Source: an optimization exercise on an open RTL-to-GDS flow (aim: small area and a short achievable clock period). Production flows keep margins and buffers that such runs may drop.
Function was checked by simulation only, so behaviour that the tests miss may differ from the original.
No activity file was given, so power comes from the tool's default toggle rates.

run A:
Design sdram_host_responder, start of the top module:
module sdram_host_responder #(
   parameter int unsigned ACK_LAT    = 3,
   parameter logic [22:0] FAULT_ADDR = 23'h000010,
   parameter logic [15:0] FAULT_XOR  = 16'h0001
) (
   input  logic        CLOCK_50,
   input  logic        RESET,
   input  logic [22:0] ADDR,
   input  logic        WR,
   input  logic        RD,
   input  logic [7:0]  LENGTH,
   input  logic [1:0]  DM,
   input  logic [15:0] DATAIN,
   output logic [15:0] DATAOUT,
   output logic        ACT,
   output logic        DONE,
   output logic        IN_REQ,
   output logic        OUT_VALID
);
Size: ~7400 cells after synthesis, about 73 I/O pins.
Settings: LEC_CHECK=0, CAP_MARGIN=20, CORE_MARGIN=2, CORE_UTILIZATION=55, CTS_CLUSTER_DIAMETER=80, CTS_CLUSTER_SIZE=24, SETUP_SLACK_MARGIN=3.2, SLEW_MARGIN=20; clock period 5.8 ns.
run.sh (not shown) runs the stock make flow with config.mk's settings and CLKGATE_MAP_FILE= SYNTH_SCRIPT=/design/flow/synth_recipe.tcl, a recipe that flattens the netlist after the stock synthesis.
[inputs] run B vs run A
--- a/flow/design.v
+++ b/flow/design.v
@@ -149,34 +149,34 @@
          s1[r] <= s0[r];
          s2[r] <= s1[r];
          s3[r] <= s2[r];
       end
    end
    logic [63:0] rsel_q, rsel_d, adec;
    logic [1:0]  dsel_q;
    logic        d0_q;                 
    logic [1:0]  ph1;
    logic        borrow;
+   logic        step;
    logic [15:0] pd;
    logic [8:0]  oa_q, oa_d;           
    logic        fault_d;
    logic [15:0] m0_q, m1_q;           
    logic [2:0]  phs;
    assign ph1    = ph[1:0] + 2'd1;
    assign borrow = (ph1 > ADDR[1:0]);
+   assign step   = (ph[1:0] == 2'd3);
    always_comb begin
       for (int r = 0; r < 64; r++) adec[r] = (ADDR[7:2] == 6'(r));
-      for (int r = 0; r < 64; r++) begin
-         if (!busy_q)               rsel_d[r] = borrow ? adec[(r + 1) % 64] : adec[r];
-         else if (ph[1:0] == 2'd3)  rsel_d[r] = rsel_q[(r + 63) % 64];
-         else                       rsel_d[r] = rsel_q[r];
-      end
+      for (int r = 0; r < 64; r++)
+         rsel_d[r] = (!busy_q && !borrow && adec[r]) || (!busy_q && borrow && adec[(r + 1) % 64]) ||
+                     (busy_q && step && rsel_q[(r + 63) % 64]) || (busy_q && !step && rsel_q[r]);
    end
    always_ff @(posedge CLOCK_50) begin
       rsel_q <= rsel_d;
       if (!busy_q) begin
          dsel_q <= ph[1:0] - ADDR[1:0];
          d0_q   <= (ph[1:0] == ADDR[1:0]);
       end
    end
    always_comb begin
       tap = '0;
==> run notes <==
- Every stage of the flow completed for run B, and the final layout passed the timing, design-rule and antenna checks.
- Row sequential group power: run B higher / run A lower
- Longest individual stage delay on the worst path in run B is 70 ps below run A.
- Sort run A and run B by worst slack after detailed placement desc -> top: run A
- A launch point of the worst path of rsel_q[54] is what run A shows, while rsel_q[32] belongs to run B.
- In the flow results for run A and run B, the total inserted antenna cells is smaller on run B.
- Total track usage down 0.57 points in run B wrt run A
- Cmp run A and run B / global-route wire length before repair / higher: run A
- On run B: final critical-path setup slack is 85 ps higher than what run A gave.
- Synthesized area per cell, run A and run B: higher on run B

* * *

The RTL this note starts from:
==> flow/design.v <==
module sdram_host_responder #(
   parameter int unsigned ACK_LAT    = 3,
   parameter logic [22:0] FAULT_ADDR = 23'h000010,
   parameter logic [15:0] FAULT_XOR  = 16'h0001
) (
   input  logic        CLOCK_50,
   input  logic        RESET,
   input  logic [22:0] ADDR,
   input  logic        WR,
   input  logic        RD,
   input  logic [7:0]  LENGTH,
   input  logic [1:0]  DM,
   input  logic [15:0] DATAIN,
   output logic [15:0] DATAOUT,
   output logic        ACT,
   output logic        DONE,
   output logic        IN_REQ,
   output logic        OUT_VALID
);
   localparam logic [14:0] FA_HI   = FAULT_ADDR[22:8];
   localparam logic [14:0] FA_HIM1 = FAULT_ADDR[22:8] - 15'd1;
   localparam logic [7:0]  FA_LO   = FAULT_ADDR[7:0];
   logic       busy_q;                
   logic       w1_q, w2_q;            
   logic       w3w_q, w3r_q;          
   logic       wb_q, rb_q, rl_q;      
   logic       wl_q, rd2_q, rel_q;    
   logic       done_i;
   logic       act_o, inreq_o, done_o, valid_o;
   logic [15:0] dout_o;
   logic       wr_q;
   logic [7:0] len_q;                 
   logic [1:0] dm_q;
   logic [7:0] lo_q;                  
   logic       hz_q, ho_q;            
   logic       req, last;
   logic       wb_d, rb_d, done_d;
   assign req    = WR | RD;
   assign last   = (len_q[7:1] == 7'd0);
   assign wb_d   = w3w_q || (wb_q && !last);
   assign rb_d   = w3r_q || (rb_q && !last);
   assign done_d = (wb_q && last) || rl_q;
   assign done_i = wl_q || rd2_q;
   always_ff @(posedge CLOCK_50 or posedge RESET) begin
      if (RESET) begin
         busy_q  <= 1'b0;
         w1_q    <= 1'b0;
         w2_q    <= 1'b0;
         w3w_q   <= 1'b0;
         w3r_q   <= 1'b0;
         wb_q    <= 1'b0;
         rb_q    <= 1'b0;
         rl_q    <= 1'b0;
         wl_q    <= 1'b0;
         rd2_q   <= 1'b0;
         rel_q   <= 1'b0;
         act_o   <= 1'b0;
         inreq_o <= 1'b0;
         done_o  <= 1'b0;
         valid_o <= 1'b0;
      end else begin
         busy_q  <= busy_q ? !(rel_q && !req) : req;
         w1_q    <= !busy_q && req;
         w2_q    <= w1_q;
         w3w_q   <= w2_q && wr_q;
         w3r_q   <= w2_q && !wr_q;
         wb_q    <= wb_d;
         rb_q    <= rb_d;
         rl_q    <= rb_q && last;
         wl_q    <= wb_q && last;
         rd2_q   <= rl_q;
         rel_q   <= done_i || (rel_q && req);
         act_o   <= w2_q;
         inreq_o <= w3w_q || (inreq_o && !last);
         done_o  <= done_d;
         valid_o <= rb_q;
      end
   end
   always_ff @(posedge CLOCK_50) begin
      if (!busy_q) begin
         wr_q  <= WR;
         len_q <= LENGTH;
         dm_q  <= DM;
         lo_q  <= ADDR[7:0];
         hz_q  <= (ADDR[22:8] == FA_HI);
         ho_q  <= (ADDR[22:8] == FA_HIM1);
      end else if (wb_q || rb_q) begin
         len_q <= len_q - 8'd1;
      end
   end
   logic [2:0] ph;                    
   always_ff @(posedge CLOCK_50) ph <= ph + 3'd1;
   logic        rdmode;
   logic [15:0] tap;
   logic [2:0]  wj_q;                 
   logic [15:0] c_q [4];
   logic [1:0]  cb_q [4];
   logic [1:0]  be_in;
   logic [15:0] wx_in;
   logic [2:0]  phj;
   assign rdmode = busy_q && !wr_q;
   assign phj    = ph + wj_q;
   assign be_in  = wb_q ? ~dm_q : 2'b00;
   assign wx_in  = {be_in[1] ? ~(DATAIN[15:8] ^ {8{phj[2]}}) : 8'hFF,
                    be_in[0] ? ~(DATAIN[7:0]  ^ {8{phj[2]}}) : 8'hFF};
   always_ff @(posedge CLOCK_50) begin
      c_q[0]  <= rdmode ? tap : wx_in;
      cb_q[0] <= (wj_q == 3'd4) ? be_in : 2'b00;
      for (int k = 1; k < 3; k++) begin
         c_q[k]  <= (!rdmode && wj_q == 3'(4 - k)) ? wx_in : c_q[k-1];
         cb_q[k] <= (!rdmode && wj_q == 3'(4 - k)) ? be_in : cb_q[k-1];
      end
      c_q[3]  <= (!rdmode && wj_q == 3'd1) ? wx_in
                 : c_q[2] | {{8{!cb_q[2][1]}}, {8{!cb_q[2][0]}}};
      cb_q[3] <= (!rdmode && wj_q == 3'd1) ? be_in : cb_q[2];
   end
   logic [1:0] jm1;
   logic [7:0] wa0;
   logic [1:0] jm1_q;
   logic [5:0] wa0_q;
   logic [5:0] wptr_q, wptr_d;
   logic [7:0] wlo_q, whi_q;          
   assign jm1    = lo_q[1:0] - ph[1:0];
   assign wa0    = lo_q - {6'd0, jm1} - 8'd1;
   assign wptr_d = w3w_q             ? wa0_q :
                   (ph[1:0] == 2'd2) ? wptr_q + 6'd1 : wptr_q;
   always_ff @(posedge CLOCK_50) begin
      jm1_q  <= jm1;
      wa0_q  <= wa0[7:2];
      wptr_q <= wptr_d;
      if (w3w_q) wj_q <= {1'b0, jm1_q} + 3'd1;
      for (int b = 0; b < 8; b++) begin
         wlo_q[b] <= (wptr_d[2:0] == 3'(b));
         whi_q[b] <= (wptr_d[5:3] == 3'(b));
      end
   end
   logic [15:0] wx;
   logic [1:0]  wbe;
   assign wbe = cb_q[3];
   assign wx  = c_q[3];
   logic [15:0] s0 [64];
   logic [15:0] s1 [64];
   logic [15:0] s2 [64];
   logic [15:0] s3 [64];
   for (genvar r = 0; r < 64; r++) begin : g_ring
      logic hit, g_hi, g_lo;
      assign hit  = whi_q[r / 8] && wlo_q[r % 8];
      assign g_hi = hit && wbe[1];
      assign g_lo = hit && wbe[0];
      always_ff @(posedge CLOCK_50) begin
         s0[r][15:8] <= ~((s3[r][15:8] | {8{g_hi}}) & (wx[15:8] | {8{!hit}}));
         s0[r][7:0]  <= ~((s3[r][7:0]  | {8{g_lo}}) & (wx[7:0]  | {8{!hit}}));
         s1[r] <= s0[r];
         s2[r] <= s1[r];
         s3[r] <= s2[r];
      end
   end
   logic [63:0] rsel_q, rsel_d, adec, sel1;
   logic [1:0]  t0_q;
   logic [1:0]  ph1;
   logic        up, down, step;
   logic [15:0] rp_q [8];
   logic [15:0] rt, rtc;
   logic        pa_q, pb_q;           
   logic [15:0] pd;
   logic [8:0]  oa_q, oa_d;           
   logic        fault_d;
   logic [15:0] md_q, mf_q;           
   assign ph1  = ph[1:0] + 2'd1;
   assign up   = (ADDR[1:0] == 2'd3) && (ph1 == 2'd0);
   assign down = ({1'b0, ph1} > {1'b0, ADDR[1:0]} + 3'd1);
   assign step = (ph[1:0] == 2'd3);
   always_comb begin
      for (int r = 0; r < 64; r++) adec[r] = (ADDR[7:2] == 6'(r));
      for (int r = 0; r < 64; r++)
         rsel_d[r] = (!busy_q && !up && !down && adec[r]) ||
                     (!busy_q && up && adec[(r + 63) % 64]) ||
                     (!busy_q && down && adec[(r + 1) % 64]) ||
                     (busy_q && step && rsel_q[(r + 63) % 64]) || (busy_q && !step && rsel_q[r]);
      for (int r = 0; r < 64; r++) sel1[r] = busy_q ? rsel_q[r] : adec[r];
   end
   always_ff @(posedge CLOCK_50) begin
      rsel_q <= rsel_d;
      pa_q   <= ph[2];
      pb_q   <= pa_q;
      if (!busy_q) t0_q <= ADDR[1:0] - ph[1:0];
   end
   always_ff @(posedge CLOCK_50) begin
      for (int g = 0; g < 8; g++) begin
         logic [15:0] acc;
         acc = '0;
         for (int r = 8 * g; r < 8 * g + 8; r++) acc = acc | ({16{sel1[r]}} & s0[r]);
         rp_q[g] <= acc;
      end
   end
   assign rt  = rp_q[0] | rp_q[1] | rp_q[2] | rp_q[3] | rp_q[4] | rp_q[5] | rp_q[6] | rp_q[7];
   assign rtc = rt ^ {16{pb_q}};
   assign tap = rtc;
   always_comb begin
      case (t0_q)
         2'd0:    pd = c_q[2];
         2'd1:    pd = c_q[1];
         default: pd = c_q[0];
      endcase
   end
   assign oa_d    = w3r_q ? {1'b0, lo_q} : rb_q ? oa_q + 9'd1 : oa_q;
   assign fault_d = (hz_q && oa_d == {1'b0, FA_LO}) || (ho_q && oa_d == {1'b1, FA_LO});
   always_ff @(posedge CLOCK_50) begin
      oa_q <= oa_d;
      md_q <= {16{pa_q}} ^ (fault_d ? FAULT_XOR : 16'h0000);
      mf_q <= fault_d ? FAULT_XOR : 16'h0000;
   end
   always_ff @(posedge CLOCK_50 or posedge RESET) begin
      if (RESET)     dout_o <= '0;
      else if (rb_q) dout_o <= (t0_q == 2'd3) ? (rt ^ md_q) : (pd ^ mf_q);
   end
   assign ACT       = act_o;
   assign IN_REQ    = inreq_o;
   assign DONE      = done_o;
   assign OUT_VALID = valid_o;
   assign DATAOUT   = dout_o;
endmodule
clock: 5.8 ns
lec_check: 0
cap_margin: 20
core_margin: 2
core_utilization: 55
cts_cluster_diameter: 80
cts_cluster_size: 24
setup_slack_margin: 3.2
slew_margin: 20
Change:
--- a/flow/design.v
+++ b/flow/design.v
@@ -160,5 +160,5 @@
    logic [1:0]  ph1;
    logic        up, down, step;
-   logic [15:0] rp_q [8];
+   logic [15:0] rp_q [4];
    logic [15:0] rt, rtc;
    logic        pa_q, pb_q;           
@@ -187,12 +187,12 @@
    end
    always_ff @(posedge CLOCK_50) begin
-      for (int g = 0; g < 8; g++) begin
+      for (int g = 0; g < 4; g++) begin
          logic [15:0] acc;
          acc = '0;
-         for (int r = 8 * g; r < 8 * g + 8; r++) acc = acc | ({16{sel1[r]}} & s0[r]);
+         for (int r = 16 * g; r < 16 * g + 16; r++) acc = acc | ({16{sel1[r]}} & s0[r]);
          rp_q[g] <= acc;
       end
    end
-   assign rt  = rp_q[0] | rp_q[1] | rp_q[2] | rp_q[3] | rp_q[4] | rp_q[5] | rp_q[6] | rp_q[7];
+   assign rt  = rp_q[0] | rp_q[1] | rp_q[2] | rp_q[3];
    assign rtc = rt ^ {16{pb_q}};
    assign tap = rtc;
After rerunning: Power is lower by 4.0%; maximum frequency is higher by 2.1%; sequential share of layout area is lower by 0.33 points; die area is lower by 1.6%; cell count is lower by 0.84%; design area is lower by 1.0%; clock skew is higher by 0.022 ns; clock-buffer cell count is lower by 7; sequential power is lower by about 2%; wire length is higher by 2.7%.

* * *

sdram_host_responder, a different RTL version from the one above (not shown whole).
Size: ~73 I/O pins.
Settings: LEC_CHECK=0, CAP_MARGIN=20, CORE_MARGIN=2, CORE_UTILIZATION=55, CTS_CLUSTER_DIAMETER=80, CTS_CLUSTER_SIZE=24, SETUP_SLACK_MARGIN=3.2, SLEW_MARGIN=20; clock period 5.8 ns.
Edit:
--- a/flow/design.v
+++ b/flow/design.v
@@ -18,13 +18,12 @@
    output logic        OUT_VALID
 );
    localparam logic [14:0] FA_HI   = FAULT_ADDR[22:8];
    localparam logic [14:0] FA_HIM1 = FAULT_ADDR[22:8] - 15'd1;
    localparam logic [7:0]  FA_LO   = FAULT_ADDR[7:0];
    logic       busy_q;                
-   logic       ridle_q;               
    logic       w1_q, w2_q;            
    logic       w3w_q, w3r_q;          
    logic       wb_q, rb_q, rl_q;      
    logic       wl_q, rd2_q, rel_q;    
    logic       done_i;
    logic       act_o, inreq_o, done_o, valid_o;
@@ -39,16 +38,12 @@
    assign req    = WR | RD;
    assign last   = (len_q[7:1] == 7'd0);
    assign wb_d   = w3w_q || (wb_q && !last);
    assign rb_d   = w3r_q || (rb_q && !last);
    assign done_d = (wb_q && last) || rl_q;
    assign done_i = wl_q || rd2_q;
-   always_ff @(posedge CLOCK_50 or posedge RESET) begin
-      if (RESET) ridle_q <= 1'b1;
-      else       ridle_q <= busy_q ? (rel_q && !req) : !req;
-   end
    always_ff @(posedge CLOCK_50 or posedge RESET) begin
       if (RESET) begin
          busy_q  <= 1'b0;
          w1_q    <= 1'b0;
          w2_q    <= 1'b0;
          w3w_q   <= 1'b0;
@@ -118,25 +113,21 @@
       c_q[3]  <= (!rdmode && wj_q == 3'd1) ? wx_in
                  : c_q[2] | {{8{!cb_q[2][1]}}, {8{!cb_q[2][0]}}};
       cb_q[3] <= (!rdmode && wj_q == 3'd1) ? be_in : cb_q[2];
    end
    logic [1:0] jm1;
    logic [7:0] wa0;
-   logic [1:0] jm1_q;
-   logic [5:0] wa0_q;
    logic [5:0] wptr_q, wptr_d;
    logic [7:0] wlo_q, whi_q;          
-   assign jm1    = lo_q[1:0] - ph[1:0];
+   assign jm1    = lo_q[1:0] - ph[1:0] + 2'd1;
    assign wa0    = lo_q - {6'd0, jm1} - 8'd1;
-   assign wptr_d = w3w_q             ? wa0_q :
+   assign wptr_d = w3w_q             ? wa0[7:2] :
                    (ph[1:0] == 2'd2) ? wptr_q + 6'd1 : wptr_q;
    always_ff @(posedge CLOCK_50) begin
-      jm1_q  <= jm1;
-      wa0_q  <= wa0[7:2];
       wptr_q <= wptr_d;
-      if (w3w_q) wj_q <= {1'b0, jm1_q} + 3'd1;
+      if (w3w_q) wj_q <= {1'b0, jm1} + 3'd1;
       for (int b = 0; b < 8; b++) begin
          wlo_q[b] <= (wptr_d[2:0] == 3'(b));
          whi_q[b] <= (wptr_d[5:3] == 3'(b));
       end
    end
    logic [15:0] wx;
@@ -175,17 +166,17 @@
    assign up   = (ADDR[1:0] == 2'd3) && (ph1 == 2'd0);
    assign down = ({1'b0, ph1} > {1'b0, ADDR[1:0]} + 3'd1);
    assign step = (ph[1:0] == 2'd3);
    always_comb begin
       for (int r = 0; r < 64; r++) adec[r] = (ADDR[7:2] == 6'(r));
       for (int r = 0; r < 64; r++)
-         rsel_d[r] = (ridle_q && !up && !down && adec[r]) ||
-                     (ridle_q && up && adec[(r + 63) % 64]) ||
-                     (ridle_q && down && adec[(r + 1) % 64]) ||
-                     (!ridle_q && step && rsel_q[(r + 63) % 64]) || (!ridle_q && !step && rsel_q[r]);
-      for (int r = 0; r < 64; r++) sel1[r] = ridle_q ? adec[r] : rsel_q[r];
+         rsel_d[r] = (!busy_q && !up && !down && adec[r]) ||
+                     (!busy_q && up && adec[(r + 63) % 64]) ||
+                     (!busy_q && down && adec[(r + 1) % 64]) ||
+                     (busy_q && step && rsel_q[(r + 63) % 64]) || (busy_q && !step && rsel_q[r]);
+      for (int r = 0; r < 64; r++) sel1[r] = busy_q ? rsel_q[r] : adec[r];
    end
    always_ff @(posedge CLOCK_50) begin
       rsel_q <= rsel_d;
       pa_q   <= ph[2];
       pb_q   <= pa_q;
       if (!busy_q) t0_q <= ADDR[1:0] - ph[1:0];
After rerunning: Global-route usage stays flat. Power rose by 3.5%. Count of clock-buffer cells in the layout decreases by 4. Wire length is lower by 0.75%. Critical path depth fell by 7. Design area went down by 0.40%. Maximum frequency decreases by 1.8%. Worst setup slack loses 0.048 ns. Via count fell by 0.71%. Utilization came out lower by 0.12 points. Clock power is about the same. Register-to-register slack hardly moves. Final cell count is about the same.

==> re-timing with driven ports <==
The flow's constraints put no driver on any port. The routed layouts listed below were extracted and timed again, unchanged, in two steps. Step 1: set_driving_cell puts a clkbuf_16 on CLOCK_50 and a buf_2 on each other input, an assumption about the parent block. Step 2 also shifts input and output timing later by t, the mid clock arrival at the registers, as if the neighbouring blocks saw the same clock. Slacks: ideal ports / drivers / drivers and shift; pairs: ideal ports / drivers.
run | t, ns | setup WS [ns] | cell pins on the clock port's net
run A | 0.975 | 2.923 / 2.923 / 2.272 | 1
run B | 0.982 | 3.008 / 3.008 / 2.327 | 1
the first run of note 2 | 0.965 | 3.146 / 3.114 / 2.165 | 1
the second run of note 2 | 0.964 | 3.201 / 3.123 / 2.249 | 1
the first run of note 3 | 0.964 | 3.167 / 3.088 / 2.231 | 1
the second run of note 3 | 0.954 | 3.119 / 3.036 / 2.273 | 1
After both steps setup and hold are still met in every run listed. The setup slack of the first run of note 2, which loses most, moves by -0.032 ns with the drivers and by -0.981 ns with both steps.
